Source: an optimization exercise on an open RTL-to-GDS flow (aim: small area). Production flows keep margins and buffers that such runs may drop.
Function was checked by simulation only, so behaviour that the tests miss may differ from the original.
No activity file was given, so power comes from the tool's default toggle rates.

## design/flow/config.mk

```make
export PLATFORM = sky130hd
export DESIGN_NAME = riscv_pipeline
export DESIGN_NICKNAME = riscv_pipeline
export VERILOG_FILES = /design/flow/design.v
export SDC_FILE = /design/flow/constraint.sdc
export NUM_CORES = 4
export LEC_CHECK = 0
export CAP_MARGIN = 20
export CORE_MARGIN = 2
export CORE_UTILIZATION = 40
export CTS_BUF_LIST = sky130_fd_sc_hd__clkbuf_8
export CTS_CLUSTER_DIAMETER = 60
export CTS_CLUSTER_SIZE = 16
export SLEW_MARGIN = 20
export SYNTH_HIERARCHICAL = 1
export SYNTH_MINIMUM_KEEP_SIZE = 0
```

## design/flow/constraint.sdc

```tcl
create_clock -name core_clock -period 10.0 [get_ports {clk}]
set_input_delay 2.0000 -clock core_clock [delete_from_list [all_inputs] [get_ports {clk}]]
set_output_delay 2.0000 -clock core_clock [all_outputs]
set_load 0.01 [all_outputs]
```

## design/flow/design.v

```verilog
`timescale 1ns/100ps
`timescale 1ns/100ps
module reg_file (
    input  logic [4:0]    ra1,
    input  logic [4:0]    ra2,
    output logic [31:0]   rd1,
    output logic [31:0]   rd2,
    input  logic [4:0]    wa,
    input  logic          rst,
    output logic [31:1]   wen,
    input  logic [1023:32] q
);
    logic [31:1] sel1, sel2;
    always_comb begin
        for (int i = 1; i < 32; i++) begin
            sel1[i] = ra1 == i[4:0];
            sel2[i] = ra2 == i[4:0];
            wen[i]  = (wa == i[4:0]) | rst;
        end
    end
    for (genvar b = 0; b < 32; b++) begin : g_bit
        logic [30:0] d;
        for (genvar r = 1; r < 32; r++) begin : g_r
            assign d[r - 1] = q[32 * r + b];
        end
        rf_mux31 u_m1 (.sel(sel1), .d(d), .y(rd1[b]));
        rf_mux31 u_m2 (.sel(sel2), .d(d), .y(rd2[b]));
    end
endmodule
module rf_mux31 (
    input  logic [31:1] sel,
    input  logic [30:0] d,
    output logic        y
);
    logic [10:0] n;
    for (genvar k = 0; k < 10; k++) begin : g_aoi
        rf_aoi222 u_aoi (
            .s0(sel[3 * k + 1]), .d0(d[3 * k]),
            .s1(sel[3 * k + 2]), .d1(d[3 * k + 1]),
            .s2(sel[3 * k + 3]), .d2(d[3 * k + 2]),
            .y (n[k])
        );
    end
    rf_nand2 u_last (.a(sel[31]), .b(d[30]), .y(n[10]));
    rf_nand11 u_or (.n(n), .y(y));
endmodule
module rf_aoi222 (
    input  logic s0, d0, s1, d1, s2, d2,
    output logic y
);
    assign y = ~((s0 & d0) | (s1 & d1) | (s2 & d2));
endmodule
module rf_nand2 (
    input  logic a, b,
    output logic y
);
    assign y = ~(a & b);
endmodule
module rf_nand11 (
    input  logic [10:0] n,
    output logic        y
);
    assign y = ~&n;
endmodule
`timescale 1ns/100ps
`timescale 1ns/100ps
module alu (
    input  logic [31:0] a,
    input  logic [31:0] b,
    input  logic        neg,      
    input  logic        sll,      
    input  logic        sra,      
    input  logic        s_add,    
    input  logic        s_x,      
    input  logic        s_g,      
    input  logic        s_sr,     
    input  logic        s_sl,     
    input  logic        s_slt,
    input  logic        s_sltu,
    output logic [31:0] result,
    output logic        zero,     
    output logic        lt_s,     
    output logic        lt_u      
);
    logic [31:0] bx, p, g, sum;
    for (genvar i = 0; i < 32; i++) begin : g_pg
        c_xor2 u_bx (.a(b[i]), .b(neg), .y(bx[i]));
        c_ha   u_ha (.a(a[i]), .b(bx[i]), .s(p[i]), .c(g[i]));
    end
    logic [32:0] gl [0:9];
    logic [32:0] pl [0:9];
    assign gl[0][0] = neg;
    assign pl[0][0] = 1'b0;
    assign gl[0][32:1] = g;
    assign pl[0][32:1] = p;
    for (genvar lv = 0; lv < 9; lv++) begin : g_lv
        localparam int D  = (lv < 5) ? (1 << lv) : (1 << (8 - lv));
        localparam bit UP = lv < 5;
        for (genvar j = 0; j < 33; j++) begin : g_j
            if ((UP && (j % (2 * D)) == (2 * D - 1)) ||
                (!UP && (j % (2 * D)) == (D - 1) && j > 2 * D - 1)) begin : g_node
                c_ao21 u_g (.a(gl[lv][j]), .b(pl[lv][j]), .c(gl[lv][j - D]), .y(gl[lv + 1][j]));
                c_and2 u_p (.a(pl[lv][j]), .b(pl[lv][j - D]), .y(pl[lv + 1][j]));
            end else begin : g_pass
                assign gl[lv + 1][j] = gl[lv][j];
                assign pl[lv + 1][j] = pl[lv][j];
            end
        end
    end
    for (genvar i = 0; i < 32; i++) begin : g_sum
        c_xor2 u_s (.a(p[i]), .b(gl[9][i]), .y(sum[i]));
    end
    assign lt_u = ~gl[9][32];
    assign lt_s = p[31] ? sum[31] : a[31];
    c_and32 u_zero (.a(p), .y(zero));
    logic [31:0] sl [0:5];
    logic        fill;
    logic [4:0]  nb, bf;
    for (genvar i = 0; i < 32; i++) begin : g_shin
        c_mux2i u_m (.a(a[i]), .b(a[31 - i]), .s(sll), .y(sl[0][i]));
    end
    assign fill = sra & a[31];
    for (genvar k = 0; k < 5; k++) begin : g_shctl
        assign nb[k] = ~b[k];
        assign bf[k] = b[k] & ((k % 2 == 0) ? ~fill : fill);
    end
    for (genvar k = 0; k < 5; k++) begin : g_shl
        for (genvar i = 0; i < 32; i++) begin : g_shb
            if (i + (1 << k) < 32) begin : g_mux
                c_mux2i u_m (.a(sl[k][i]), .b(sl[k][i + (1 << k)]), .s(b[k]), .y(sl[k + 1][i]));
            end else begin : g_fill
                c_a21oi u_f (.a1(nb[k]), .a2(sl[k][i]), .b1(bf[k]), .y(sl[k + 1][i]));
            end
        end
    end
    for (genvar i = 0; i < 32; i++) begin : g_res
        if (i == 0) begin : g_b0
            logic r0, n3;
            c_res   u_r (.s_add(s_add), .sum(sum[i]), .s_x(s_x), .p(p[i]), .s_g(s_g), .g(g[i]),
                         .s_sr(s_sr), .shr(sl[5][i]), .s_sl(s_sl), .shl(sl[5][31 - i]), .y(r0));
            c_aoi22 u_c (.s0(s_slt), .d0(lt_s), .s1(s_sltu), .d1(lt_u), .y(n3));
            c_nand2b u_o (.a_n(r0), .b(n3), .y(result[i]));
        end else begin : g_bn
            c_res   u_r (.s_add(s_add), .sum(sum[i]), .s_x(s_x), .p(p[i]), .s_g(s_g), .g(g[i]),
                         .s_sr(s_sr), .shr(sl[5][i]), .s_sl(s_sl), .shl(sl[5][31 - i]), .y(result[i]));
        end
    end
endmodule
module c_xor2 (input logic a, b, output logic y);
    assign y = a ^ b;
endmodule
module c_ha (input logic a, b, output logic s, c);
    assign s = a ^ b;
    assign c = a & b;
endmodule
module c_ao21 (input logic a, b, c, output logic y);
    assign y = a | (b & c);
endmodule
module c_and2 (input logic a, b, output logic y);
    assign y = a & b;
endmodule
module c_nand2 (input logic a, b, output logic y);
    assign y = ~(a & b);
endmodule
module c_nand2b (input logic a_n, b, output logic y);
    assign y = a_n | ~b;
endmodule
module c_res (
    input  logic s_add, sum, s_x, p, s_g, g, s_sr, shr, s_sl, shl,
    output logic y
);
    assign y = (s_add & sum) | (s_x & p) | (s_g & g) | (s_sr & shr) | (s_sl & shl);
endmodule
module c_mux2i (input logic a, b, s, output logic y);
    assign y = ~(s ? b : a);
endmodule
module c_a21oi (input logic a1, a2, b1, output logic y);
    assign y = ~((a1 & a2) | b1);
endmodule
module c_aoi22 (input logic s0, d0, s1, d1, output logic y);
    assign y = ~((s0 & d0) | (s1 & d1));
endmodule
module c_aoi222 (input logic s0, d0, s1, d1, s2, d2, output logic y);
    assign y = ~((s0 & d0) | (s1 & d1) | (s2 & d2));
endmodule
module c_and32 (input logic [31:0] a, output logic y);
    assign y = &a;
endmodule
`timescale 1ns/100ps
module branch_resolve (
    input  logic [31:1] pc,
    input  logic [12:1] off,
    output logic [31:1] target
);
    logic [13:1] c;
    logic [32:13] t;
    logic         sgn;
    assign sgn  = off[12];
    assign c[1] = 1'b0;
    for (genvar g = 1; g < 13; g++) begin : g_add
        assign target[g] = pc[g] ^ off[g] ^ c[g];
        assign c[g + 1]  = (pc[g] & off[g]) | (c[g] & (pc[g] ^ off[g]));
    end
    assign t[13] = c[13] ^ sgn;
    for (genvar g = 13; g < 32; g++) begin : g_inc
        assign target[g] = pc[g] ^ t[g];
        assign t[g + 1]  = t[g] & (pc[g] ^ sgn);
    end
endmodule
`timescale 1ns/100ps
module riscv_pipeline #(
    parameter logic [31:0] initial_pc = 32'h0040_0000
) (
    input  logic        clk,
    input  logic        rst,
    input  logic [31:0] instruction,
    input  logic [31:0] d_read_data,
    output logic [31:0] pc,
    output logic [31:0] alu_result,
    output logic [31:0] d_address,
    output logic [31:0] d_write_data,
    output logic [31:0] write_back_data,
    output logic        mem_read,
    output logic        mem_write
);
    localparam logic [6:0] op_load   = 7'b0000011;
    localparam logic [6:0] op_imm    = 7'b0010011;
    localparam logic [6:0] op_store  = 7'b0100011;
    localparam logic [6:0] op_reg    = 7'b0110011;
    localparam logic [6:0] op_branch = 7'b1100011;
    logic [31:1] pc_q;
    logic [31:1] pc_id;
    logic [31:1] ex_pc;
    logic [6:0]  ex_f7;
    logic [4:0]  ex_rs2;
    logic [4:0]  ex_rs1;
    logic [2:0]  ex_f3;
    logic [4:0]  ex_rd;
    logic        ex_r, ex_i, ex_l, ex_s, ex_b;
    logic [31:0] mem_alu;
    logic [31:0] mem_rs2;
    logic [31:1] mem_target;
    logic [4:0]  mem_rd;
    logic        mem_l, mem_s, mem_taken;
    logic [31:0] wb_alu;
    logic [4:0]  wb_rd;
    logic        wb_l, wb_a;
    logic [31:2] pc_inc;
    logic [32:2] pc_cy;
    assign pc_cy[2] = 1'b1;
    for (genvar g = 2; g < 32; g++) begin : g_inc
        assign pc_inc[g]    = pc_q[g] ^ pc_cy[g];
        assign pc_cy[g + 1] = pc_q[g] & pc_cy[g];
    end
    always_ff @(posedge clk) begin
        if (rst) begin
            pc_q <= initial_pc[31:1];
        end else if (mem_taken) begin
            pc_q <= mem_target;
        end else begin
            pc_q <= {pc_inc, pc_q[1]};
        end
    end
    assign pc = {pc_q, 1'b0};
    always_ff @(posedge clk) begin
        if (rst) begin
            pc_id <= '0;
        end else begin
            pc_id <= pc_q;
        end
    end
    always_ff @(posedge clk) begin
        if (rst) begin
            ex_r <= 1'b0;
            ex_i <= 1'b0;
            ex_l <= 1'b0;
            ex_s <= 1'b0;
            ex_b <= 1'b0;
        end else begin
            ex_r <= instruction[6:0] == op_reg;
            ex_i <= instruction[6:0] == op_imm;
            ex_l <= instruction[6:0] == op_load;
            ex_s <= instruction[6:0] == op_store;
            ex_b <= instruction[6:0] == op_branch;
        end
    end
    always_ff @(posedge clk) begin
        ex_pc  <= pc_id;
        ex_f7  <= instruction[31:25];
        ex_rs2 <= instruction[24:20];
        ex_rs1 <= instruction[19:15];
        ex_f3  <= instruction[14:12];
        ex_rd  <= instruction[11:7];
    end
    logic [31:0]    rdata1, rdata2;
    logic [31:1]    wen;
    logic [1023:32] regs;
    reg_file u_reg_file (
        .ra1 (ex_rs1),
        .ra2 (ex_rs2),
        .rd1 (rdata1),
        .rd2 (rdata2),
        .wa  (wb_rd),
        .rst (rst),
        .wen (wen),
        .q   (regs)
    );
    for (genvar g = 1; g < 32; g++) begin : g_x
        always_ff @(posedge clk) begin
            if (wen[g]) begin
                regs[32 * g +: 32] <= write_back_data;
            end
        end
    end
    logic        use_imm;
    logic [31:0] imm;
    logic [31:0] opb;
    assign use_imm = ex_i | ex_l | ex_s;
    assign imm     = {{20{ex_f7[6]}}, ex_f7, ex_s ? ex_rd : ex_rs2};
    assign opb     = use_imm ? imm : rdata2;
    logic arith, alt;
    logic op_sub, op_slt, op_sltu, op_sll, op_xor, op_sr, op_or, op_and, neg;
    logic zero, lt_s, lt_u, lt, taken;
    assign arith   = ex_r | ex_i;
    assign alt     = ex_f7 == 7'b0100000;
    assign op_sub  = (ex_r & alt & ex_f3 == 3'b000) | (ex_b & ~ex_f3[2]);
    assign op_slt  = (arith & ex_f3 == 3'b010) | (ex_b & ex_f3[2:1] == 2'b10);
    assign op_sltu = (arith & ex_f3 == 3'b011) | (ex_b & ex_f3[2:1] == 2'b11);
    assign op_sll  = arith & ex_f3 == 3'b001;
    assign op_xor  = arith & ex_f3 == 3'b100;
    assign op_sr   = arith & ex_f3 == 3'b101;
    assign op_or   = arith & ex_f3 == 3'b110;
    assign op_and  = arith & ex_f3 == 3'b111;
    assign neg     = op_sub | op_slt | op_sltu;
    logic nr;
    assign nr = ~rst;
    alu u_alu (
        .a     (rdata1),
        .b     (opb),
        .neg   (neg),
        .sll   (op_sll),
        .sra   (op_sr & alt),
        .s_add (nr & ~(op_slt | op_sltu | op_sll | op_xor | op_sr | op_or | op_and)),
        .s_x   (nr & (op_xor | op_or)),
        .s_g   (nr & (op_and | op_or)),
        .s_sr  (nr & op_sr),
        .s_sl  (nr & op_sll),
        .s_slt (nr & op_slt),
        .s_sltu(nr & op_sltu),
        .result(alu_result),
        .zero  (zero),
        .lt_s  (lt_s),
        .lt_u  (lt_u)
    );
    assign lt = ex_f3[1] ? lt_u : lt_s;
    always_comb begin
        taken = 1'b0;
        if (ex_b) begin
            case (ex_f3)
                3'b000:         taken = zero;
                3'b001:         taken = ~zero;
                3'b100, 3'b110: taken = lt;
                3'b101, 3'b111: taken = ~lt;
                default:        taken = 1'b0;
            endcase
        end
    end
    logic [31:1] target;
    branch_resolve u_branch_resolve (
        .pc    (ex_pc),
        .off   ({ex_f7[6], ex_rd[0], ex_f7[5:0], ex_rd[4:1]}),
        .target(target)
    );
    always_ff @(posedge clk) begin
        mem_alu    <= alu_result;
        mem_target <= target;
    end
    always_ff @(posedge clk) begin
        if (rst) begin
            mem_rs2   <= '0;
            mem_rd    <= '0;
            mem_l     <= 1'b0;
            mem_s     <= 1'b0;
            mem_taken <= 1'b0;
        end else begin
            mem_rs2   <= rdata2;
            mem_rd    <= (ex_r | ex_i | ex_l) ? ex_rd : 5'd0;
            mem_l     <= ex_l;
            mem_s     <= ex_s;
            mem_taken <= taken;
        end
    end
    assign d_address    = mem_alu;
    assign d_write_data = mem_rs2;
    assign mem_read     = mem_l;
    assign mem_write    = mem_s;
    always_ff @(posedge clk) begin
        wb_alu <= mem_alu;
    end
    always_ff @(posedge clk) begin
        if (rst) begin
            wb_rd <= '0;
            wb_l  <= 1'b0;
            wb_a  <= 1'b0;
        end else begin
            wb_rd <= mem_rd;
            wb_l  <= mem_l;
            wb_a  <= ~mem_l;
        end
    end
    logic sel_l, sel_a;
    assign sel_l = wb_l & ~rst;
    assign sel_a = wb_a & ~rst;
    assign write_back_data = ({32{sel_l}} & d_read_data) | ({32{sel_a}} & wb_alu);
endmodule
```

## design/flow/flow/run.sh

```bash
#!/bin/bash
# The standard layout (standard.sh) with two changes that only affect how
# the layout is built:
#  - single-strength buffers on the ports instead of the delay-cell buffers
#    ORFS picks by default;
#  - clock tree synthesis without dummy load cells.
set -euo pipefail
export BUFFER_PORTS_ARGS="-buffer_cell sky130_fd_sc_hd__buf_1"
export CTS_ARGS="-sink_clustering_enable -repair_clock_nets -dont_use_dummy_load -buf_list sky130_fd_sc_hd__clkbuf_8 -sink_clustering_size 16 -sink_clustering_max_diameter 60"
bash standard.sh > standard.log 2>&1
```

## design/flow/standard.sh

```bash
#!/bin/bash
# synth_recipe.tcl (not shown) runs the flow's synth.tcl, then flattens the netlist and writes it again
# the make line also repeats each setting of config.mk as NAME=value (left out here)
make -C /OpenROAD-flow-scripts/flow DESIGN_CONFIG=/design/flow/config.mk WORK_HOME=/design/flow/orfs CLKGATE_MAP_FILE= SYNTH_SCRIPT=/design/flow/synth_recipe.tcl "${@:-finish}"
```

==> results of run 1 <==
[cell usage in the layout (no fill, tap or decap), types with 4 or more instances in the layout]
master and count:
nor2_2 15, a21oi_2 31, o21ai_0 6, or3_1 67, nor3_2 5, nor3_1 5, a21o_1 80, nor2_1 50
or3b_4 6, inv_1 7, mux2_2 7, and2_1 31, buf_1 225, and4b_1 5, dfxtp_1 264, nand4_1 136
xnor2_1 17, a31o_2 4, fa_1 11, mux2i_1 195, a21oi_1 5, nand3b_1 12, clkbuf_8 98, nand2b_1 8
nand3_1 68, nand2_1 121, a21o_2 10, a22o_1 26, o21bai_4 16, buf_4 132, nor3b_2 6, nor2_4 49
a22o_2 6, a22oi_1 33, nor2b_1 74, edfxtp_1 992, ha_1 61, o21ai_4 5, xor2_1 75, a222oi_1 672
[path summary, 6_finish.rpt]
check / start / end / slack (ps) / cells past startpoint
hold reg to reg: mem_alu[21]$_DFF_P_ / wb_alu[21]$_DFF_P_ / 330 / 0
hold / removal: mem_alu[21]$_DFF_P_ / wb_alu[21]$_DFF_P_ / 330 / 0
setup / recovery: ex_rs2[4]$_DFF_P_ / alu_result[28] / 860 / 20
setup reg to reg: ex_rd[1]$_DFF_P_ / mem_target[31]$_DFF_P_ / 3630 / 17
[Yosys stat by module (local to each module, per instance), excerpt]
module          times used  area, um2
alu                      1      75.07
branch_resolve           1      829.5
c_a21oi                 31      8.758
c_and2                  26      6.256
c_and32                  1      68.82
c_ao21                  58      7.507
c_aoi22                  1      12.51
c_ha                    32      12.51
c_mux2i                161      10.01
c_nand2b                 1      6.256
c_res                   32      21.27
c_xor2                  64      8.758
rf_aoi222              640      10.01
rf_nand11               64      23.77
rf_nand2                64      3.754
riscv_pipeline           1      37460
[layer usage]
| layer | global-route usage | vias up | wire length [um] |
|---|---|---|---|
| met4 | 0.1326 | 2 | 10720 |
| met2 | 0.4188 | 3149 | 83140 |
| met1 | 0.3762 | 18870 | 69660 |
| met3 | 0.06139 | 497 | 25680 |
| met5 | 0 | - | 13 |
| li1 | - | 15370 | - |
[power groups by stage]
stage               Combinational, W  Sequential, W  Clock [W]
floorplan                   0.000974        0.00648          0
global placement             0.00173        0.00650          0
detailed placement           0.00172        0.00651          0
CTS                          0.00173        0.00640    0.00250
global route                 0.00184        0.00645    0.00268
finish                       0.00178        0.00641    0.00247
[registers in the layout (all words and copies together), names as in the netlist, 3 cells and up]
signal      flops
wb_alu         32
ex_f7           7
ex_rs1          5
mem_rs2        32
mem_alu        32
ex_pc          31
ex_rd           5
regs          992
mem_target     31
ex_f3           3
wb_rd           5
pc_id          31
pc_q           31
ex_rs2          5
mem_rd          5
[layout make-up]
class / count / area share
diodes: 2 / 0.00008733
clock buffers: 98 / 0.02354
inverters: 7 / 0.0004585
multi-input cells: 1959 / 0.2951
flip-flops and latches: 1257 / 0.6124
well taps: 1662 / 0.03629
repair buffers: 358 / 0.03216
[Yosys cell counts, types with 6 or more instances]
master | n | area, um2
edfxtp_1 | 992 | 29790
a222oi_1 | 672 | 6726
dfxtp_1 | 265 | 5305
mux2i_1 | 195 | 1952
nand4_1 | 136 | 850.8
nand2_1 | 121 | 454.2
nor2_1 | 114 | 427.9
a21o_1 | 90 | 675.7
nor2b_1 | 77 | 481.7
xor2_1 | 75 | 656.9
nand3_1 | 68 | 340.3
or3_1 | 67 | 419.2
ha_1 | 61 | 763.2
a22oi_1 | 33 | 247.7
a22o_1 | 32 | 280.3
a21oi_2 | 31 | 271.5
and2_1 | 31 | 193.9
clkbuf_1 | 21 | 78.83
buf_2 | 20 | 100.1
o21bai_1 | 17 | 127.6
xnor2_1 | 17 | 148.9
nand3b_1 | 12 | 90.09
o21ai_0 | 12 | 60.06
fa_1 | 11 | 220.2
nor3_1 | 9 | 45.04
nand2b_1 | 8 | 50.05
buf_4 | 7 | 52.55
inv_1 | 7 | 26.28
mux2_2 | 7 | 78.83
or3b_4 | 6 | 67.56
[through the flow]
step,hold WS [ps],instance area [um2],setup slack [ps]
3_5_place_dp,312.1,55940,1764
5_1_grt,307.3,57310,617.0
4_1_cts,325.3,57290,863.1
6_report,330.7,57310,859.1
3_3_place_gp,311.2,55940,1884
2_1_floorplan,309.6,51540,992.7
[cell families after synthesis]
family / Yosys count
XOR/XNOR: 92
other: 1
AND/OR/NAND/NOR: 682
AO/OA/AOI/OAI: 906
multiplexers: 206
flip-flops: 1257
buffers and inverters: 55
adder cells (fa/ha/maj): 72
==> flow_summary.toml, run 1 <==
[yosys]
synth_compound_area_frac = 0.1656
ys_types = 58
synth.area.mux_share = 0.04066
synth_cells = 3271
synth.net_count = 3409
synth_xor_area_frac = 0.01563
ys_ff_latch = 1257
avgSynthCellArea_um2 = 15.76
synth_edf_count = 992
synth_warnings = 14
syn-cell-area_um2 = 51540
synth-seq-area-share = 0.6808
synth_top_family_by_area = "compound AO/OA/AOI/OAI gates"
synth-simple-area-share = 0.07311
yosys.area_share.adder = 0.01908
async_reset_ff_frac = 0
yosys_most_used_dff = "edfxtp_1"

[power]
p_clk_frac = 0.232
power_density_nw_per_um2 = 185.9
power_frac_seq = 0.602
switching_share = 0.2882
p_switching_w = 0.003070
peakVddDrop_mv = 0.1393
pwr-share-comb = 0.167
finalPower_w = 0.01065
p_leak_nw = 20.23
p_int_w = 0.007582

[finish]
drive_gt1_frac = 0.1123
fin_cells = 5343
fin_util = 0.4488
layout.nets = 3819
nFillCells = 11270
seq_area_um2 = 35090
syn2layout_area_growth_pct = 11.18
multi_input_area_um2 = 16910

[timing]
fin_crit_sh = 0.9141
setup_viol = 0
slew_headroom = 0.2188
period_minus_slack_ps = 9141
max_freq_mhz = 109.4
final_hold_viol_count = 0
skew_ps = 141.7
drv_slew = 0
worstMarginPinSlew_ps = 1169
tns_ps = 0
grt_setup_unrepaired = "false"

[clock_network]
cts_tree = "yes"
cts_buffers = 98
root_buffer = "clkbuf_8"
htree_levels = 3
cts_resized = 0
post_cts_buffers = 0
ctsHoldBuffers = 0
path_clk_slew_ps = 90
clock_path_buffers = 3
clock-sinks = 1257
insertion_delay_ps = 850

[worst_setup_path]
worstPathRequired_ps = 8000
critical_path_class = "reg -> out"
critPathTopFamily = "compound AO/OA/AOI/OAI gates"
path_max_fanout = 21
crit_path_cell_trace = "nand2b_1, nor2_4, buf_4, a222oi_1, nand4_1, or3_1, mux2_2, xor2_1, ha_1, a21o_1, a21o_1, a21o_1, a21o_1, a21o_1, a21o_1, a21o_1, xor2_1, a222oi_1, nand2_1, buf_1"
critPathArrivalTime_ps = 7140
crit_path_end_kind = "output port"
crit_slowest_cell = "nand2b_1"
startpoint_type = "flop"
cpMostUsedCell = "a21o_1"
slowest_delay_ps = 670
crit_buf_inv = 2

[die]
ios = 228
core-area_um2 = 127700
die_w_um = 363.0
design.die.area_um2 = 131700
rows = 131
initial_core_util = 0.4037
chipHeight_um = 363.0

[drt]
routedWlPerCell_um = 35.41
wirelength_um = 189200
drt-initial-drc-count = 9835
ant_nets = 0
drc_errors = 0
drtPass1Iterations = 13
num_vias = 37880
vias_per_cell = 7.090

[global_route]
grt_pass1_vias = 35530
antenna_found_initial = 7
grt_first_pass_wirelength_um = 262300
gr-total-overflow = 0
grt_max_degree = 92
gr-usage-all-layers = 0.2761

[placement]
dp_hpwl_um = 119700
placed_cells_incl_taps = 5243
gp_congestion = 0.9566
io_buffers = 226

[run]
cap_violations = 0

[status]
status = "finished clean"

[worst_hold_path]
min_path_type = "reg -> reg"
==> inputs of run 2 (changes only) <==
--- a/design/flow/config.mk
+++ b/design/flow/config.mk
@@ -7,7 +7,7 @@
 export LEC_CHECK = 0
 export CAP_MARGIN = 20
 export CORE_MARGIN = 2
-export CORE_UTILIZATION = 40
+export CORE_UTILIZATION = 55
 export CTS_BUF_LIST = sky130_fd_sc_hd__clkbuf_8
 export CTS_CLUSTER_DIAMETER = 60
 export CTS_CLUSTER_SIZE = 16
==> run 2 against run 1 <==
Maximum frequency is 2.2% lower. Combinational power hardly changed. Design area is 1.2% lower. Power is 0.37% higher. Highest routed layer unchanged. Sequential power is 0.8% higher. Via count is 0.94% higher. Largest cell class unchanged.
==> flow_summary.toml, run 2 <==
[yosys]
avgSynthCellArea_um2 = 15.76
synth.net_count = 3409
synth.most_common_cell = "edfxtp_1"
synth_xor_area_frac = 0.01563
synth_compound_area_frac = 0.1656
synth_cells = 3271
synth-seq-area-share = 0.6808
synth_top_family_by_area = "compound AO/OA/AOI/OAI gates"
yosys.area_share.adder = 0.01908
yosys_most_used_dff = "edfxtp_1"
synth-simple-area-share = 0.07311
synth_area_leaders = "edfxtp_1 58%, a222oi_1 13%, dfxtp_1 10%"
synth_top_cell_area_share = 0.5779
synth_edf_count = 992
ys_ff_latch = 1257
synth.area.mux_share = 0.04066
syn-cell-area_um2 = 51540
yosys-top-cells-count = "992 x edfxtp_1, 672 x a222oi_1, 265 x dfxtp_1, 195 x mux2i_1, 136 x nand4_1"
async_reset_ff_frac = 0
yosysTopAreaCell = "edfxtp_1"
synth_warnings = 14
ys_types = 58

[global_route]
grt_busiest_layer = "met2"
grt_pass1_vias = 36430
gr-total-overflow = 0
use_met1 = 0.4715
grtUsageMet2 = 0.5824
antenna_found_initial = 18
grt_first_pass_wirelength_um = 260000
grt_use_met3 = 0.1317
gr-usage-all-layers = 0.3814
grt_max_degree = 73

[run]
cap_violations = 0

[worst_setup_path]
cpMostUsedCell = "a21o_1"
critPathTopFamily = "simple AND/OR/NAND/NOR gates"
critical_path_class = "reg -> out"
startpoint_type = "flop"
slowest_delay_ps = 890
critPathArrivalTime_ps = 7340
crit_buf_inv = 2
worstPathRequired_ps = 8000
crit_slowest_cell = "nor2_2"
crit_path_cell_trace = "or3b_4, nor2_2, buf_4, a222oi_1, nand4_1, or3_1, nand2_1, o21ai_4, xor2_1, ha_1, and2_1, and2_1, a21o_1, a21o_1, a21o_1, a21o_1, a21o_1, a21o_1, xor2_1, a222oi_1, nand2_1, buf_1"
path_max_fanout = 27
crit_path_end_kind = "output port"

[drt]
num_vias = 38240
drt-initial-drc-count = 9590
wirelength_um = 188300
drtPass1Iterations = 14
ant_nets = 0
vias_per_cell = 7.732
routedWlPerCell_um = 38.08
drc_errors = 0

[clock_network]
path_clk_slew_ps = 90
htree_levels = 3
clock-sinks = 1257
cts_resized = 0
clock_path_buffers = 3
insertion_delay_ps = 810
cts_tree = "yes"
ctsHoldBuffers = 0
root_buffer = "clkbuf_8"
cts_buffers = 100
post_cts_buffers = 0

[timing]
hold_slack_ps = 332.1
final_hold_viol_count = 0
fin_crit_sh = 0.9344
drv_slew = 0
setup_viol = 0
worstMarginPinSlew_ps = 1245
skew_ps = 77.30
grt_setup_unrepaired = "false"
tns_ps = 0
max_freq_mhz = 107.0
slew_headroom = 0.1691
period_minus_slack_ps = 9344

[finish]
largest_register = "regs"
mostFrequentLayoutCells = "992 x edfxtp_1, 672 x a222oi_1, 264 x dfxtp_1"
syn2layout_area_growth_pct = 9.872
largest_reg_flops = 992
layout.nets = 3827
nFillCells = 7094
drive_gt1_frac = 0.1117
mostFrequentLayoutCell = "edfxtp_1"

[power]
p_switching_w = 0.003092
power_frac_seq = 0.604
p_clk_frac = 0.229
p_leak_nw = 20.27
peakVddDrop_mv = 0.1291
p_int_w = 0.007599
pwr-share-comb = 0.167
power_density_nw_per_um2 = 188.8
switching_share = 0.2892

[placement]
dp_hpwl_um = 116000
gp_congestion = 1.070
io_buffers = 226

[die]
die_w_um = 310.1
chipHeight_um = 310.1
initial_core_util = 0.5539
ios = 228
design.die.area_um2 = 96180
rows = 112
core-area_um2 = 93050

[worst_hold_path]
min_path_type = "reg -> reg"

[status]
status = "finished clean"
==> run 2: per-layer routing <==
layer	up-vias	share of wire
met5	-	0.00079
met4	20	0.068
met3	631	0.15
met2	3444	0.45
met1	18760	0.34
li1	15390	-
==> run 2: power groups by stage <==
| stage | sequential (W) | combinational (W) | clock, W |
|---|---|---|---|
| after floorplan | 0.00648 | 0.000974 | 0 |
| after global placement | 0.00652 | 0.00169 | 0 |
| after detailed placement | 0.00655 | 0.00171 | 0 |
| after CTS | 0.00644 | 0.00172 | 0.00248 |
| after global routing | 0.00649 | 0.00184 | 0.00266 |
| final | 0.00646 | 0.00179 | 0.00245 |
==> run 2: final cells by class <==
class | count | area [um2] | share of cell area
well taps | 1254 | 1569 | 0.02770
diodes | 5 | 12.51 | 0.0002209
multi-input cells | 1959 | 16650 | 0.2941
clock buffers | 100 | 1376 | 0.02430
flip-flops and latches | 1257 | 35090 | 0.6197
inverters | 7 | 26.28 | 0.0004640
repair buffers | 364 | 1901 | 0.03356
==> run 2: path summary, 6_finish.rpt <==
| path | startpoint | to | slack, ps | depth (start not counted) |
|---|---|---|---|---|
| worst min-delay path | pc_id[12]$_SDFF_PP0_ | ex_pc[12]$_DFF_P_ | 330 | 0 |
| worst max-delay path | ex_rs2[2]$_DFF_P_ | alu_result[30] | 660 | 22 |
| worst min register to register | pc_id[12]$_SDFF_PP0_ | ex_pc[12]$_DFF_P_ | 330 | 0 |
| worst max register to register | ex_rs2[2]$_DFF_P_ | mem_taken$_SDFF_PP0_ | 3240 | 20 |
==> run 2: worst register-to-register path, cell delays in order, from the launching register on <==
cell and delay [ps]:
dfxtp_1 490, or3b_4 460, nor2_2 890, buf_4 460
a222oi_1 170, nand4_1 240, or3_1 310, nand2_1 140
o21ai_4 410, xor2_1 160, ha_1 390, and2_1 180
and2_1 130, a21o_1 260, a21o_1 270, a21o_1 260
xor2_1 200, mux2_4 300, xor2_1 160, nand3b_1 90
a311oi_1 600
==> run 2: kinds of logic after synthesis <==
kind of cell,Yosys count
other,1
muxes,206
adders and majority gates,72
and+or+nand+nor,682
DFF,1257
AOI/OAI and AO/OA,906
xor gates and xnor gates,92
buffers and inverters,55
==> run 2: modules after synthesis (local to each module, per instance), excerpt <==
module / times used / cells
branch_resolve: 1 / 91
alu: 1 / 12
c_nand2b: 1 / 1
c_ao21: 58 / 1
c_ha: 32 / 1
c_and2: 26 / 1
c_a21oi: 31 / 1
c_and32: 1 / 11
rf_nand2: 64 / 1
c_xor2: 64 / 1
c_res: 32 / 3
riscv_pipeline: 1 / 1584
c_aoi22: 1 / 1
reg_file: 1 / 143
c_mux2i: 161 / 1
==> run 2: stage by stage <==
step	power (W)	cell area [um2]	util	worst slack, ps	std cells
after detailed placement	0.008262	55220	0.5934	1728	4840
after global placement	0.008212	55220	0.5934	1810	4840
after CTS	0.01063	56590	0.6082	849.0	4940
after floorplan	0.007452	51540	-	992.7	3271
final	0.01069	56630	0.6086	656.2	4946
after global routing	0.01099	56620	0.6085	435.7	4942
==> inputs of run 3 (changes only) <==
--- a/design/flow/design.v
+++ b/design/flow/design.v
@@ -186,6 +186,12 @@
 module c_and32 (input logic [31:0] a, output logic y);
     assign y = &a;
 endmodule
+module c_mux_clr (input logic rst, s, a, b, output logic y);
+    assign y = ~rst & (s ? a : b);
+endmodule
+module c_mux_set (input logic rst, s, a, b, output logic y);
+    assign y = rst | (s ? a : b);
+endmodule
 `timescale 1ns/100ps
 module branch_resolve (
     input  logic [31:1] pc,
@@ -252,15 +258,19 @@
         assign pc_inc[g]    = pc_q[g] ^ pc_cy[g];
         assign pc_cy[g + 1] = pc_q[g] & pc_cy[g];
     end
-    always_ff @(posedge clk) begin
-        if (rst) begin
-            pc_q <= initial_pc[31:1];
-        end else if (mem_taken) begin
-            pc_q <= mem_target;
-        end else begin
-            pc_q <= {pc_inc, pc_q[1]};
+    logic [31:1] pc_d;
+    logic [31:1] pc_seq;
+    assign pc_seq = {pc_inc, pc_q[1]};
+    for (genvar g = 1; g < 32; g++) begin : g_pcd
+        if (initial_pc[g]) begin : g_one
+            c_mux_set u_n (.rst(rst), .s(mem_taken), .a(mem_target[g]), .b(pc_seq[g]), .y(pc_d[g]));
+        end else begin : g_zero
+            c_mux_clr u_n (.rst(rst), .s(mem_taken), .a(mem_target[g]), .b(pc_seq[g]), .y(pc_d[g]));
         end
     end
+    always_ff @(posedge clk) begin
+        pc_q <= pc_d;
+    end
     assign pc = {pc_q, 1'b0};
     always_ff @(posedge clk) begin
         if (rst) begin
--- a/design/flow/config.mk
+++ b/design/flow/config.mk
@@ -7,7 +7,7 @@
 export LEC_CHECK = 0
 export CAP_MARGIN = 20
 export CORE_MARGIN = 2
-export CORE_UTILIZATION = 55
+export CORE_UTILIZATION = 65
 export CTS_BUF_LIST = sky130_fd_sc_hd__clkbuf_8
 export CTS_CLUSTER_DIAMETER = 60
 export CTS_CLUSTER_SIZE = 16
==> run 3 against run 2 <==
Register-to-register slack better by 360 ps. Sequential power about the same. Flip-flop and latch count stayed put. Setup slack better by 290 ps. Largest cell class unchanged. Critical path depth is 1 higher. Critical endpoint unchanged. Largest power group unchanged.
==> flow_summary.toml, run 3 <==
[drt]
vias_per_cell = 8.215
routedWlPerCell_um = 38.38
drtPass1Iterations = 14
wirelength_um = 181700
num_vias = 38900
ant_nets = 0
drc_errors = 0
drt-initial-drc-count = 10910

[die]
design.die.area_um2 = 81540
core-area_um2 = 78740
ios = 228
rows = 103
initial_core_util = 0.6544
die_w_um = 285.6
chipHeight_um = 285.6

[clock_network]
clock-sinks = 1257
cts_tree = "yes"
htree_levels = 3
insertion_delay_ps = 780
clock_path_buffers = 3
root_buffer = "clkbuf_8"
path_clk_slew_ps = 90
cts_resized = 0
ctsHoldBuffers = 0
cts_buffers = 94
post_cts_buffers = 0

[yosys]
synth.net_count = 3400
synth_cells = 3262
yosys_most_used_dff = "edfxtp_1"
yosys.area_share.adder = 0.01909
synth_compound_area_frac = 0.1654
yosysTopAreaCell = "edfxtp_1"
synth-simple-area-share = 0.07357
syn-cell-area_um2 = 51530
async_reset_ff_frac = 0
yosys-top-cells-count = "992 x edfxtp_1, 672 x a222oi_1, 265 x dfxtp_1, 198 x mux2i_1, 136 x nand4_1"
synth.area.mux_share = 0.04121
synth_top_cell_area_share = 0.5781
avgSynthCellArea_um2 = 15.80
synth_top_family_by_area = "compound AO/OA/AOI/OAI gates"
synth-seq-area-share = 0.6810
synth_edf_count = 992
synth_area_leaders = "edfxtp_1 58%, a222oi_1 13%, dfxtp_1 10%"
ys_ff_latch = 1257
synth.most_common_cell = "edfxtp_1"
synth_xor_area_frac = 0.01547
synth_warnings = 14
ys_types = 63

[timing]
drv_slew = 0
skew_ps = 116.0
period_minus_slack_ps = 9057
tns_ps = 0
slew_headroom = 0.2501
grt_setup_unrepaired = "false"
max_freq_mhz = 110.4
worstMarginPinSlew_ps = 1120
final_hold_viol_count = 0
fin_crit_sh = 0.9057
setup_slack_ps = 943.1
setup_viol = 0

[finish]
syn2layout_area_growth_pct = 9.266
drive_gt1_frac = 0.1107
mostFrequentLayoutCells = "992 x edfxtp_1, 672 x a222oi_1, 264 x dfxtp_1"
largest_register = "regs"
layout.nets = 3817
mostFrequentLayoutCell = "edfxtp_1"
fin_util = 0.7150
largest_reg_flops = 992

[global_route]
grt_first_pass_wirelength_um = 255200
gr-total-overflow = 0
grt_max_degree = 81
antenna_found_initial = 14
gr-usage-all-layers = 0.4341
grt_pass1_vias = 36980

[power]
p_leak_nw = 20.23
finalPower_w = 0.01057
power_density_nw_per_um2 = 187.7
peakVddDrop_mv = 0.1541

[status]
status = "finished clean"

[worst_setup_path]
path_max_fanout = 27
startpoint_type = "flop"
worstPathRequired_ps = 8000
crit_path_end_kind = "output port"
critPathArrivalTime_ps = 7060
critical_path_class = "reg -> out"

[placement]
dpl_worst_slack_ps = 1812
gp_congestion = 0.9644
dp_hpwl_um = 110300
io_buffers = 226

[worst_hold_path]
min_path_type = "reg -> reg"

[run]
cap_violations = 0
[run 3: cell types whose count changed in the layout (fill, tap and decap cells not counted), moves of 3 or more]
| cell | change |
|---|---|
| xor2_1 | -3 |
| a21oi_1 | -3 |
| nor2_1 | -3 |
| mux2i_1 | +3 |
| buf_4 | -3 |
| diode_2 | +3 |
| o21ai_0 | +3 |
| clkbuf_8 | -6 |
[run 3: per-stage QoR]
stage               instance area (um2)  hold slack [ps]  instances
finish                            56300            330.7       4735
global route                      56290            326.6       4729
CTS                               56240            329.1       4726
detailed placement                54940            312.1       4632
global placement                  54940            310.5       4632
floorplan                         51530            309.6       3262
[run 3: where the power goes]
group          switching (W)  internal [W]  total, W
logic                0.00123      0.000528   0.00176
clock network        0.00153      0.000840   0.00237
registers           0.000259       0.00618   0.00644
total                0.00302       0.00755    0.0106
[run 3: cell type report]
class,instances,area (um2)
Fill cell,5133,22440
Inverter,7,26.28
Timing Repair Buffer,361,1886
Clock buffer,94,1294
Multi-Input combinational cell,1958,16670
Tap cell,1050,1314
Sequential cell,1257,35090
Antenna cell,8,20.02
[run 3: modules after synthesis, one instance, submodules excluded, a selection]
module,times used,cells inside,area (um2)
c_nand2b,1,1,6.256
alu,1,12,75.07
c_res,32,3,21.27
c_mux2i,161,1,10.01
riscv_pipeline,1,1514,36990
rf_aoi222,640,1,10.01
c_and2,26,1,6.256
[run 3: logic make-up (layout without fill, tap and decap cells)]
logic type               count (synthesis)  after routing
multiplexers                           209            209
adder cells (fa/ha/maj)                 72             72
AND/OR/NAND/NOR                        681            681
XOR/XNOR                                91             91
buffers and inverters                   47            462
AO/OA/AOI/OAI                          904            904
other                                    1              9
flip-flops                            1257           1257
[run 3: critical path, cell delays in order (launching register included)]
cell	delay (ps)
dfxtp_1	470
or3b_4	460
nor2_2	730
buf_4	420
a222oi_1	180
nand4_1	160
or3_1	190
nand2_1	110
o21ai_4	140
buf_4	430
xor2_1	120
ha_1	400
and2_1	180
and2_1	140
a21o_1	310
a21o_1	290
a21o_1	230
a21o_1	210
a21o_1	210
a21o_1	180
xor2_1	160
a222oi_1	310
nand2_1	120
buf_1	150
[run 3: path summary, 6_finish.rpt]
| path | from | end | slack, ps | cells after the start |
|---|---|---|---|---|
| min | pc_id[11]$_SDFF_PP0_ | ex_pc[11]$_DFF_P_ | 330 | 0 |
| min reg2reg | pc_id[11]$_SDFF_PP0_ | ex_pc[11]$_DFF_P_ | 330 | 0 |
| max reg2reg | ex_rd[1]$_DFF_P_ | mem_target[30]$_DFF_P_ | 3600 | 17 |
| max | ex_rs2[0]$_DFF_P_ | alu_result[30] | 940 | 23 |
[run 3: per-layer routing]
metal	vias up	track usage	part of all wire	wire, um
met5	-	0	0.00012	22
li1	15390	-	-	-
met1	18700	0.5701	0.32	58890
met4	4	0.2733	0.077	14070
met2	4086	0.6319	0.43	77590
met3	718	0.1387	0.17	31140
==> inputs of run 4 (changes only) <==
--- a/design/flow/config.mk
+++ b/design/flow/config.mk
@@ -11,6 +11,7 @@
 export CTS_BUF_LIST = sky130_fd_sc_hd__clkbuf_8
 export CTS_CLUSTER_DIAMETER = 60
 export CTS_CLUSTER_SIZE = 16
+export PLACE_DENSITY = 0.8
 export SLEW_MARGIN = 20
 export SYNTH_HIERARCHICAL = 1
 export SYNTH_MINIMUM_KEEP_SIZE = 0
==> run 4 against run 3 <==
Sequential share of layout area about the same. Critical path depth down 2. First-iteration DRC count up 8.6%. Clock power about the same. Sequential power about the same. Critical path type unchanged. Largest power group unchanged.
==> flow_summary.toml, run 4 <==
[timing]
fin_crit_sh = 0.9172
worstMarginPinSlew_ps = 1279
tns_ps = 0
period_minus_slack_ps = 9172
drv_slew = 0
skew_ps = 131.4
hold_slack_ps = 307.6
grt_setup_unrepaired = "false"
setup_viol = 0
max_freq_mhz = 109.0
slew_headroom = 0.1466
final_hold_viol_count = 0

[clock_network]
clock_path_buffers = 3
post_cts_buffers = 0
htree_levels = 3
insertion_delay_ps = 790
cts_buffers = 94
ctsHoldBuffers = 0
clock-sinks = 1257
root_buffer = "clkbuf_8"
path_clk_slew_ps = 100
cts_tree = "yes"
cts_resized = 0

[worst_setup_path]
critical_path_class = "reg -> out"
crit_path_end = "alu_result[30]"
rr_endpoint = "mem_target[29]$_DFF_P_"
worstPathRequired_ps = 8000
path_max_fanout = 18
r2r-start = "ex_rd[1]$_DFF_P_"
crit_path_end_kind = "output port"
setup.worst_path.start = "ex_rs2[3]$_DFF_P_"
r2r_slack_ps = 3520
startpoint_type = "flop"
reg2reg_depth = 17
critPathArrivalTime_ps = 7170

[yosys]
synth-simple-area-share = 0.07357
async_reset_ff_frac = 0
synth_top_cell_area_share = 0.5781
yosysTopAreaCell = "edfxtp_1"
ys_ff_latch = 1257
synth_xor_area_frac = 0.01547
synth.most_common_cell = "edfxtp_1"
synth.net_count = 3400
synth_area_leaders = "edfxtp_1 58%, a222oi_1 13%, dfxtp_1 10%"
synth_edf_count = 992
yosys-top-cells-count = "992 x edfxtp_1, 672 x a222oi_1, 265 x dfxtp_1, 198 x mux2i_1, 136 x nand4_1"
synth_cells = 3262
synth_compound_area_frac = 0.1654
yosys.area_share.adder = 0.01909
avgSynthCellArea_um2 = 15.80
synth_warnings = 14
yosys_most_used_dff = "edfxtp_1"
synth.area.mux_share = 0.04121
synth-seq-area-share = 0.6810
ys_types = 63
synth_top_family_by_area = "compound AO/OA/AOI/OAI gates"
syn-cell-area_um2 = 51530

[finish]
largest_reg_flops = 992
mostFrequentLayoutCell = "edfxtp_1"
fin_area_um2 = 56270
drive_gt1_frac = 0.1097
fin_cells = 4729
syn2layout_area_growth_pct = 9.200
largest_register = "regs"
layout.nets = 3813
mostFrequentLayoutCells = "992 x edfxtp_1, 672 x a222oi_1, 264 x dfxtp_1"

[run]
cap_violations = 0

[placement]
placed_cells_incl_taps = 4628
dpl-instance-area_um2 = 54930
gp_congestion = 1.084
io_buffers = 226
dp_hpwl_um = 111100

[drt]
vias_per_cell = 8.279
ant_nets = 0
drt-initial-drc-count = 11850
drc_errors = 0
num_vias = 39150
routedWlPerCell_um = 37.86
drtPass1Iterations = 22
wirelength_um = 179000

[global_route]
use_met1 = 0.5441
grt_pass1_vias = 36920
gr-total-overflow = 0
grt_max_degree = 61
grt_first_pass_wirelength_um = 251500
antenna_found_initial = 15
grt_use_met3 = 0.1414
grt_busiest_layer = "met2"
gr-usage-all-layers = 0.4251
grtUsageMet2 = 0.6245

[die]
initial_core_util = 0.6544
core-area_um2 = 78740
rows = 103
die_w_um = 285.6
chipHeight_um = 285.6
ios = 228
design.die.area_um2 = 81540

[worst_hold_path]
min_path_type = "reg -> reg"

[power]
power_density_nw_per_um2 = 188.6
p_leak_nw = 20.21
finalPower_w = 0.01061
peakVddDrop_mv = 0.1774

[status]
status = "finished clean"
run 4: critical path, cell delays in order, from the launching register on:
cell and delay, ps:
dfxtp_1 500, or3b_4 470, nor2_2 970, buf_4 460
a222oi_1 130, nand4_1 260, or3_1 350, mux2_2 290
xor2_1 230, ha_1 340, and2_1 180, a21o_1 190
a21o_1 160, a21o_1 240, a21o_1 240, a21o_1 220
a21o_1 190, a21o_1 170, xor2_1 160, a222oi_1 350
nand2_1 140, buf_1 160
run 4: per-module statistics from Yosys, one instance, submodules excluded, a selection:
module / flops+latches / cells inside / cell area [um2] / copies in the design
alu: 0 / 12 / 75.07 / 1
c_and32: 0 / 11 / 68.82 / 1
c_res: 0 / 3 / 21.27 / 32
c_aoi22: 0 / 1 / 12.51 / 1
c_ha: 0 / 1 / 12.51 / 32
c_xor2: 0 / 1 / 8.758 / 64
c_nand2b: 0 / 1 / 6.256 / 1
rf_nand2: 0 / 1 / 3.754 / 64
run 4: cells by family after synthesis:
logic type	count (synthesis)
AO/OA/AOI/OAI	904
XOR/XNOR	91
adder cells (fa/ha/maj)	72
buffers and inverters	47
flip-flops	1257
multiplexers	209
other	1
AND/OR/NAND/NOR	681
run 4: metrics by stage:
step / utilization / setup slack [ps]
after floorplan: - / 991.1
final: 0.7146 / 828.2
after CTS: 0.7140 / 1141
after detailed placement: 0.6975 / 1973
after global routing: 0.7145 / 703.2
after global placement: 0.6973 / 2165
run 4: where the power goes:
part	leakage, nW	total, W	switching (W)	internal [W]
sequential	12.4	0.00644	0.000258	0.00618
combinational	7.14	0.00179	0.00127	0.000527
clock	0.676	0.00238	0.00154	0.000839
total	20.2	0.0106	0.00306	0.00755
run 4: final cells by class:
class	instances	area (um2)
inverters	7	26.28
fillers	5074	22470
repair buffers	357	1861
diodes	6	15.01
well taps	1050	1314
multi-input cells	1958	16670
clock buffers	94	1294
flip-flops and latches	1257	35090
run 4: layer usage:
layer / routed length [um] / up-vias / share of wire
li1: - / 15380 / -
met1: 55710 / 18660 / 0.31
met2: 77090 / 4260 / 0.43
met3: 31370 / 841 / 0.18
met4: 14540 / 16 / 0.081
met5: 347 / - / 0.0019
run 4: worst min-delay path by stage:
| stage | to | start | cells after the start | slack, ps |
|---|---|---|---|---|
| floorplan | ex_pc[10]$_DFF_P_ | pc_id[10]$_SDFF_PP0_ | 0 | 310 |
| CTS | ex_pc[6]$_DFF_P_ | pc_id[6]$_SDFF_PP0_ | 0 | 320 |
| global placement | ex_pc[20]$_DFF_P_ | pc_id[20]$_SDFF_PP0_ | 0 | 310 |
| detailed placement | ex_pc[19]$_DFF_P_ | pc_id[19]$_SDFF_PP0_ | 0 | 310 |
| global route | ex_pc[6]$_DFF_P_ | pc_id[6]$_SDFF_PP0_ | 0 | 310 |
| finish | ex_pc[6]$_DFF_P_ | pc_id[6]$_SDFF_PP0_ | 0 | 310 |
==> inputs of run 5 (changes only) <==
--- a/design/flow/design.v
+++ b/design/flow/design.v
@@ -115,21 +115,20 @@
     c_and32 u_zero (.a(p), .y(zero));
     logic [31:0] sl [0:5];
     logic        fill;
-    logic [4:0]  nb, bf;
+    logic [4:0]  nbf;
     for (genvar i = 0; i < 32; i++) begin : g_shin
         c_mux2i u_m (.a(a[i]), .b(a[31 - i]), .s(sll), .y(sl[0][i]));
     end
     assign fill = sra & a[31];
     for (genvar k = 0; k < 5; k++) begin : g_shctl
-        assign nb[k] = ~b[k];
-        assign bf[k] = b[k] & ((k % 2 == 0) ? ~fill : fill);
+        assign nbf[k] = ~b[k] | ((k % 2 == 0) ? ~fill : fill);
     end
     for (genvar k = 0; k < 5; k++) begin : g_shl
         for (genvar i = 0; i < 32; i++) begin : g_shb
             if (i + (1 << k) < 32) begin : g_mux
                 c_mux2i u_m (.a(sl[k][i]), .b(sl[k][i + (1 << k)]), .s(b[k]), .y(sl[k + 1][i]));
             end else begin : g_fill
-                c_a21oi u_f (.a1(nb[k]), .a2(sl[k][i]), .b1(bf[k]), .y(sl[k + 1][i]));
+                c_o21ai u_f (.a1(b[k]), .a2(sl[k][i]), .b1(nbf[k]), .y(sl[k + 1][i]));
             end
         end
     end
@@ -192,6 +191,9 @@
 module c_mux_set (input logic rst, s, a, b, output logic y);
     assign y = rst | (s ? a : b);
 endmodule
+module c_o21ai (input logic a1, a2, b1, output logic y);
+    assign y = ~((a1 | a2) & b1);
+endmodule
 `timescale 1ns/100ps
 module branch_resolve (
     input  logic [31:1] pc,
--- a/design/flow/config.mk
+++ b/design/flow/config.mk
@@ -11,7 +11,6 @@
 export CTS_BUF_LIST = sky130_fd_sc_hd__clkbuf_8
 export CTS_CLUSTER_DIAMETER = 60
 export CTS_CLUSTER_SIZE = 16
-export PLACE_DENSITY = 0.8
 export SLEW_MARGIN = 20
 export SYNTH_HIERARCHICAL = 1
 export SYNTH_MINIMUM_KEEP_SIZE = 0
==> run 5 against run 4 <==
Area after synthesis fell by 0.27%. Critical endpoint unchanged. Clock power barely moved. Critical path type unchanged. Largest cell class unchanged. Combinational power fell by 3%.
==> flow_summary.toml, run 5 <==
[yosys]
synth_warnings = 14
synth-seq-area-share = 0.6829
yosys_most_used_dff = "edfxtp_1"
syn-cell-area_um2 = 51390
synth_xor_area_frac = 0.01551
yosysTopAreaCell = "edfxtp_1"
synth_area_leaders = "edfxtp_1 58%, a222oi_1 13%, dfxtp_1 10%"
synth.net_count = 3395
synth_compound_area_frac = 0.1636
avgSynthCellArea_um2 = 15.78
yosys-top-cells-count = "992 x edfxtp_1, 672 x a222oi_1, 265 x dfxtp_1, 198 x mux2i_1, 136 x nand4_1"
yosys.area_share.adder = 0.01914
synth.most_common_cell = "edfxtp_1"
synth_edf_count = 992
async_reset_ff_frac = 0
synth.area.mux_share = 0.04125
synth_top_cell_area_share = 0.5797
synth_cells = 3257
ys_ff_latch = 1257
synth_top_family_by_area = "compound AO/OA/AOI/OAI gates"
ys_types = 60
synth-simple-area-share = 0.07377

[die]
ios = 228
chipHeight_um = 285.2
design.die.area_um2 = 81320
rows = 103
initial_core_util = 0.6537
die_w_um = 285.2
core-area_um2 = 78610

[placement]
dp_hpwl_um = 114000
gp_congestion = 1.014
placed_cells_incl_taps = 4626
io_buffers = 226
dpl-instance-area_um2 = 54830

[timing]
skew_ps = 119.6
setup_viol = 0
hold_slack_ps = 285.5
drv_slew = 0
tns_ps = 0
worstMarginPinSlew_ps = 1243
period_minus_slack_ps = 9336
final_hold_viol_count = 0
fin_crit_sh = 0.9336
slew_headroom = 0.1704
grt_setup_unrepaired = "false"
max_freq_mhz = 107.1

[drt]
drc_errors = 0
vias_per_cell = 8.173
wirelength_um = 180000
routedWlPerCell_um = 38.06
ant_nets = 0
drt-initial-drc-count = 10490
num_vias = 38660
drtPass1Iterations = 14

[global_route]
use_met1 = 0.5489
gr-usage-all-layers = 0.4316
grt_max_degree = 75
grt_use_met3 = 0.1338
grt_first_pass_wirelength_um = 254300
grt_busiest_layer = "met2"
grtUsageMet2 = 0.6577
gr-total-overflow = 0
antenna_found_initial = 11
grt_pass1_vias = 36470

[finish]
largest_reg_flops = 992
mostFrequentLayoutCell = "edfxtp_1"
fin_area_um2 = 56210
mostFrequentLayoutCells = "992 x edfxtp_1, 672 x a222oi_1, 264 x dfxtp_1"
fin_cells = 4730
layout.nets = 3813
seq_area_um2 = 35090
largest_register = "regs"
syn2layout_area_growth_pct = 9.381
nFillCells = 5176
drive_gt1_frac = 0.1026
multi_input_area_um2 = 16560

[clock_network]
clock-sinks = 1257
cts_tree = "yes"
insertion_delay_ps = 770
ctsHoldBuffers = 0
cts_resized = 0
cts_buffers = 96
path_clk_slew_ps = 100
post_cts_buffers = 0
clock_path_buffers = 3
root_buffer = "clkbuf_8"
htree_levels = 3

[worst_setup_path]
critPathTopFamily = "compound AO/OA/AOI/OAI gates"
critical_path_class = "reg -> out"
startpoint_type = "flop"
crit_path_end_kind = "output port"
crit_buf_inv = 3
critPathArrivalTime_ps = 7340
worstPathRequired_ps = 8000
slowest_delay_ps = 1070
crit_path_cell_trace = "nand2b_1, nor2_2, buf_4, a222oi_1, nand4_1, or3_1, nand2_1, o21ai_4, buf_4, xor2_1, ha_1, a21o_1, a21o_1, a21o_1, a21o_1, a21o_1, a21o_1, a21o_1, a21o_1, xor2_1, a222oi_1, nand2_1, buf_1"
r2r_slack_ps = 3370
path_max_fanout = 34
cpMostUsedCell = "a21o_1"
crit_slowest_cell = "nor2_2"

[power]
power_density_nw_per_um2 = 188.2
p_int_w = 0.007553
peakVddDrop_mv = 0.1527
pwr-share-comb = 0.163
p_switching_w = 0.003024
switching_share = 0.2859
power_frac_seq = 0.611
p_leak_nw = 20.22
p_clk_frac = 0.225

[status]
status = "finished clean"

[worst_hold_path]
min_path_type = "reg -> reg"

[run]
cap_violations = 0
run 5: path summary, 6_finish.rpt:
kind,startpoint,cells past startpoint,end
max,ex_rs2[1]$_DFF_P_,23,alu_result[30]
min,mem_alu[26]$_DFF_P_,0,wb_alu[26]$_DFF_P_
max reg2reg,ex_rs2[1]$_DFF_P_,22,mem_alu[30]$_DFF_P_
min reg2reg,mem_alu[26]$_DFF_P_,0,wb_alu[26]$_DFF_P_
run 5: modules after synthesis (local to each module, per instance), a selection:
module     flops+latches  cells  copies in the design  area, um2
c_and32                0     11                     1      68.82
rf_nand11              0      4                    64      23.77
c_mux_set              0      2                     1      15.01
c_aoi22                0      1                     1      12.51
c_mux2i                0      1                   161      10.01
rf_aoi222              0      1                   640      10.01
c_xor2                 0      1                    64      8.758
c_ao21                 0      1                    58      7.507
c_nand2b               0      1                     1      6.256
c_and2                 0      1                    26      6.256
run 5: power groups by stage:
stage / registers (W) / logic (W) / clock network, W
after detailed placement: 0.00655 / 0.00164 / 0
after floorplan: 0.00648 / 0.000944 / 0
final: 0.00647 / 0.00173 / 0.00238
after global placement: 0.00652 / 0.00162 / 0
after CTS: 0.00644 / 0.00165 / 0.00239
after global routing: 0.00650 / 0.00177 / 0.00256
run 5: logic make-up (layout without fill, tap and decap cells):
family / count (synthesis) / in the layout
AOI/OAI and AO/OA: 903 / 903
xor gates and xnor gates: 91 / 91
adders and majority gates: 72 / 72
buffers and inverters: 42 / 458
DFF: 1257 / 1257
muxes: 209 / 209
other: 1 / 8
and+or+nand+nor: 682 / 682
run 5: routing by layer:
layer	up-vias	routed length, um
li1	15380	-
met1	18610	57750
met2	3901	79490
met3	752	28890
met4	16	13640
met5	-	262
run 5: layout make-up:
cell class                 instances  area share
antenna                            7   0.0003116
clock buffer                      96     0.02351
inverter                           2   0.0001336
multi-input combinational       1958      0.2945
sequential                      1257      0.6244
tap                             1050     0.02337
timing repair buffer             360     0.03377
run 5: metrics by stage:
stage | power, W | utilization | setup slack (ps)
finish | 0.01058 | 0.7150 | 663.8
global route | 0.01083 | 0.7148 | 565.6
CTS | 0.01048 | 0.7142 | 1009
detailed placement | 0.008193 | 0.6974 | 1773
global placement | 0.008136 | 0.6970 | 1911
floorplan | 0.007423 | - | 971.7
==> inputs of run 6 (changes only) <==
--- a/design/flow/config.mk
+++ b/design/flow/config.mk
@@ -11,6 +11,7 @@
 export CTS_BUF_LIST = sky130_fd_sc_hd__clkbuf_8
 export CTS_CLUSTER_DIAMETER = 60
 export CTS_CLUSTER_SIZE = 16
+export PLACE_DENSITY = 0.8
 export SLEW_MARGIN = 20
 export SYNTH_HIERARCHICAL = 1
 export SYNTH_MINIMUM_KEEP_SIZE = 0
==> run 6 against run 5 <==
Flip-flop and latch count did not move. Die area did not move. Setup slack improved by 410 ps. Hold slack improved by 34 ps. Power barely moved. Largest cell class unchanged. Highest routed layer unchanged.
==> flow_summary.toml, run 6 <==
[status]
status = "finished clean"

[worst_setup_path]
path_max_fanout = 34
critical_path_class = "reg -> out"
crit_path_end_kind = "output port"
worstPathRequired_ps = 8000
startpoint_type = "flop"
critPathArrivalTime_ps = 6930

[die]
ios = 228
initial_core_util = 0.6537
design.die.area_um2 = 81320
die_w_um = 285.2
chipHeight_um = 285.2
rows = 103
core-area_um2 = 78610

[drt]
num_vias = 39360
routedWlPerCell_um = 37.94
wirelength_um = 179300
drc_errors = 0
vias_per_cell = 8.327
ant_nets = 0
drt-initial-drc-count = 12550
drtPass1Iterations = 17

[clock_network]
cts_tree = "yes"
insertion_delay_ps = 800
cts_buffers = 94
clock-sinks = 1257
path_clk_slew_ps = 90
root_buffer = "clkbuf_8"
clock_path_buffers = 3
htree_levels = 3
post_cts_buffers = 0
cts_resized = 0
ctsHoldBuffers = 0

[placement]
dpl-instance-area_um2 = 54790
dpl_worst_slack_ps = 2160
dp_hpwl_um = 110000
gp_congestion = 1.037
io_buffers = 226

[global_route]
grt_max_degree = 79
grt_use_met3 = 0.1501
grt_busiest_layer = "met2"
grtUsageMet2 = 0.6275
antenna_found_initial = 16
use_met1 = 0.5399
gr-usage-all-layers = 0.4285
grt_first_pass_wirelength_um = 252800
grt_pass1_vias = 37390
gr-total-overflow = 0

[timing]
hold_slack_ps = 319.7
period_minus_slack_ps = 8927
fin_crit_sh = 0.8927
tns_ps = 0
setup_slack_ps = 1073
worstMarginPinSlew_ps = 1236
setup_viol = 0
skew_ps = 142.0
max_freq_mhz = 112.0
grt_setup_unrepaired = "false"
drv_slew = 0
final_hold_viol_count = 0
slew_headroom = 0.1762

[yosys]
synth_area_leaders = "edfxtp_1 58%, a222oi_1 13%, dfxtp_1 10%"
synth_warnings = 14
synth_edf_count = 992
ys_types = 60
yosys_most_used_dff = "edfxtp_1"
synth.most_common_cell = "edfxtp_1"
yosys-top-cells-count = "992 x edfxtp_1, 672 x a222oi_1, 265 x dfxtp_1, 198 x mux2i_1, 136 x nand4_1"
syn-cell-area_um2 = 51390
synth_cells = 3257
synth-seq-area-share = 0.6829
synth_top_cell_area_share = 0.5797
async_reset_ff_frac = 0
yosysTopAreaCell = "edfxtp_1"
synth.net_count = 3395
avgSynthCellArea_um2 = 15.78
ys_ff_latch = 1257

[finish]
nFillCells = 5035
syn2layout_area_growth_pct = 9.255
mostFrequentLayoutCell = "edfxtp_1"
largest_reg_flops = 992
layout.nets = 3810
fin_area_um2 = 56140
drive_gt1_frac = 0.1011
largest_register = "regs"
mostFrequentLayoutCells = "992 x edfxtp_1, 672 x a222oi_1, 264 x dfxtp_1"

[power]
p_leak_nw = 20.19
peakVddDrop_mv = 0.1523
power_density_nw_per_um2 = 188.5

[worst_hold_path]
min_path_type = "reg -> reg"

[run]
cap_violations = 0
## run 6: area by class of cell
class | instances | area, um2 | share of cell area
Inverter | 2 | 7.507 | 0.0001337
Timing Repair Buffer | 359 | 1863 | 0.03318
Clock buffer | 94 | 1294 | 0.02304
Multi-Input combinational cell | 1958 | 16550 | 0.2948
Antenna cell | 7 | 17.52 | 0.0003120
Sequential cell | 1257 | 35090 | 0.6251
Tap cell | 1050 | 1314 | 0.02340
## run 6: worst max-delay path, cell delays in order (launching register included)
cell and delay [ps]:
dfxtp_1 400, nand2b_1 450, nor2_2 70, buf_4 300
a222oi_1 440, nand4_1 450, or3_1 530, nand2_1 120
o21ai_4 70, buf_4 280, xor2_1 210, ha_1 390
a21o_1 210, a21o_1 150, a21o_1 220, a21o_1 260
a21o_1 240, a21o_1 220, a21o_1 190, a21o_1 160
xor2_1 160, a222oi_1 330, nand2_1 120, buf_1 150
## run 6: layer usage
layer,share of wire,routed length (um)
met5,0.0011,196
met4,0.088,15750
met3,0.17,31050
met2,0.43,76350
met1,0.31,56000
## run 6: path summary, 6_finish.rpt
kind                        start                endpoint  slack (ps)  cells past startpoint
max             ex_rs2[4]$_DFF_P_          alu_result[30]        1070                     23
min          pc_id[11]$_SDFF_PP0_       ex_pc[11]$_DFF_P_         320                      0
max reg2reg      ex_rd[1]$_DFF_P_  mem_target[30]$_DFF_P_        3490                     17
min reg2reg  pc_id[11]$_SDFF_PP0_       ex_pc[11]$_DFF_P_         320                      0
## run 6: cell families after synthesis
family / count (synthesis) / share of synthesized area
compound gates: 903 / 0.1636
xor+xnor: 91 / 0.01551
fa+ha+maj: 72 / 0.01914
buf+inv: 42 / 0.003774
flops: 1257 / 0.6829
mux: 209 / 0.04125
other cells: 1 / 0.00007297
simple gates: 682 / 0.07377
## run 6: stage by stage
stage | cells | utilization | total power [W]
final | 4727 | 0.7142 | 0.01058
after global routing | 4724 | 0.7141 | 0.01082
after global placement | 4625 | 0.6969 | 0.008115
after floorplan | 3257 | - | 0.007423
after detailed placement | 4625 | 0.6969 | 0.008185
after CTS | 4719 | 0.7134 | 0.01045
## run 6: modules after synthesis, one instance, submodules excluded, a selection
module          times used  area, um2
c_xor2                  64      8.758
riscv_pipeline           1      36990
c_nand2b                 1      6.256
branch_resolve           1      855.8
rf_aoi222              640      10.01
c_ao21                  58      7.507
c_o21ai                 31      5.005
reg_file                 1      803.3
## run 6: power by group
group | switching (W) | leakage, nW | internal, W | total [W]
sequential | 0.000259 | 12.4 | 0.00618 | 0.00644
clock | 0.00155 | 0.676 | 0.000839 | 0.00239
combinational | 0.00124 | 7.11 | 0.000517 | 0.00175

==> static timing again, ports no longer ideal <==
How much do the figures lean on ideal ports? The routed layouts below were timed once more, with nothing changed but the port constraints. Step 1: set_driving_cell puts a clkbuf_16 on clk and a buf_2 on each other input, an assumption about the parent block. Step 2 moves the port delays by t, midway between the first and last clock arrival at a register: inputs arrive t later, outputs are due t later. That takes back most of the time a late clock gives input paths. Slacks: ideal / step 1 / step 2; pairs: ideal / step 1.
run | t, ns | setup slack, ns | worst setup path at the end | clock arrival spread, ns
run 1 | 0.842 | 0.859 / 0.788 / 1.629 | register to output | 0.151 / 0.151
run 2 | 0.854 | 0.656 / 0.579 / 1.433 | register to output | 0.088 / 0.088
run 3 | 0.795 | 0.943 / 0.872 / 1.667 | register to output | 0.116 / 0.116
run 4 | 0.795 | 0.828 / 0.761 / 1.556 | register to output | 0.136 / 0.136
run 5 | 0.775 | 0.664 / 0.599 / 1.375 | register to output | 0.119 / 0.119
run 6 | 0.791 | 1.073 / 1.009 / 1.800 | register to output | 0.145 / 0.145
After both steps every run listed still meets setup and hold.
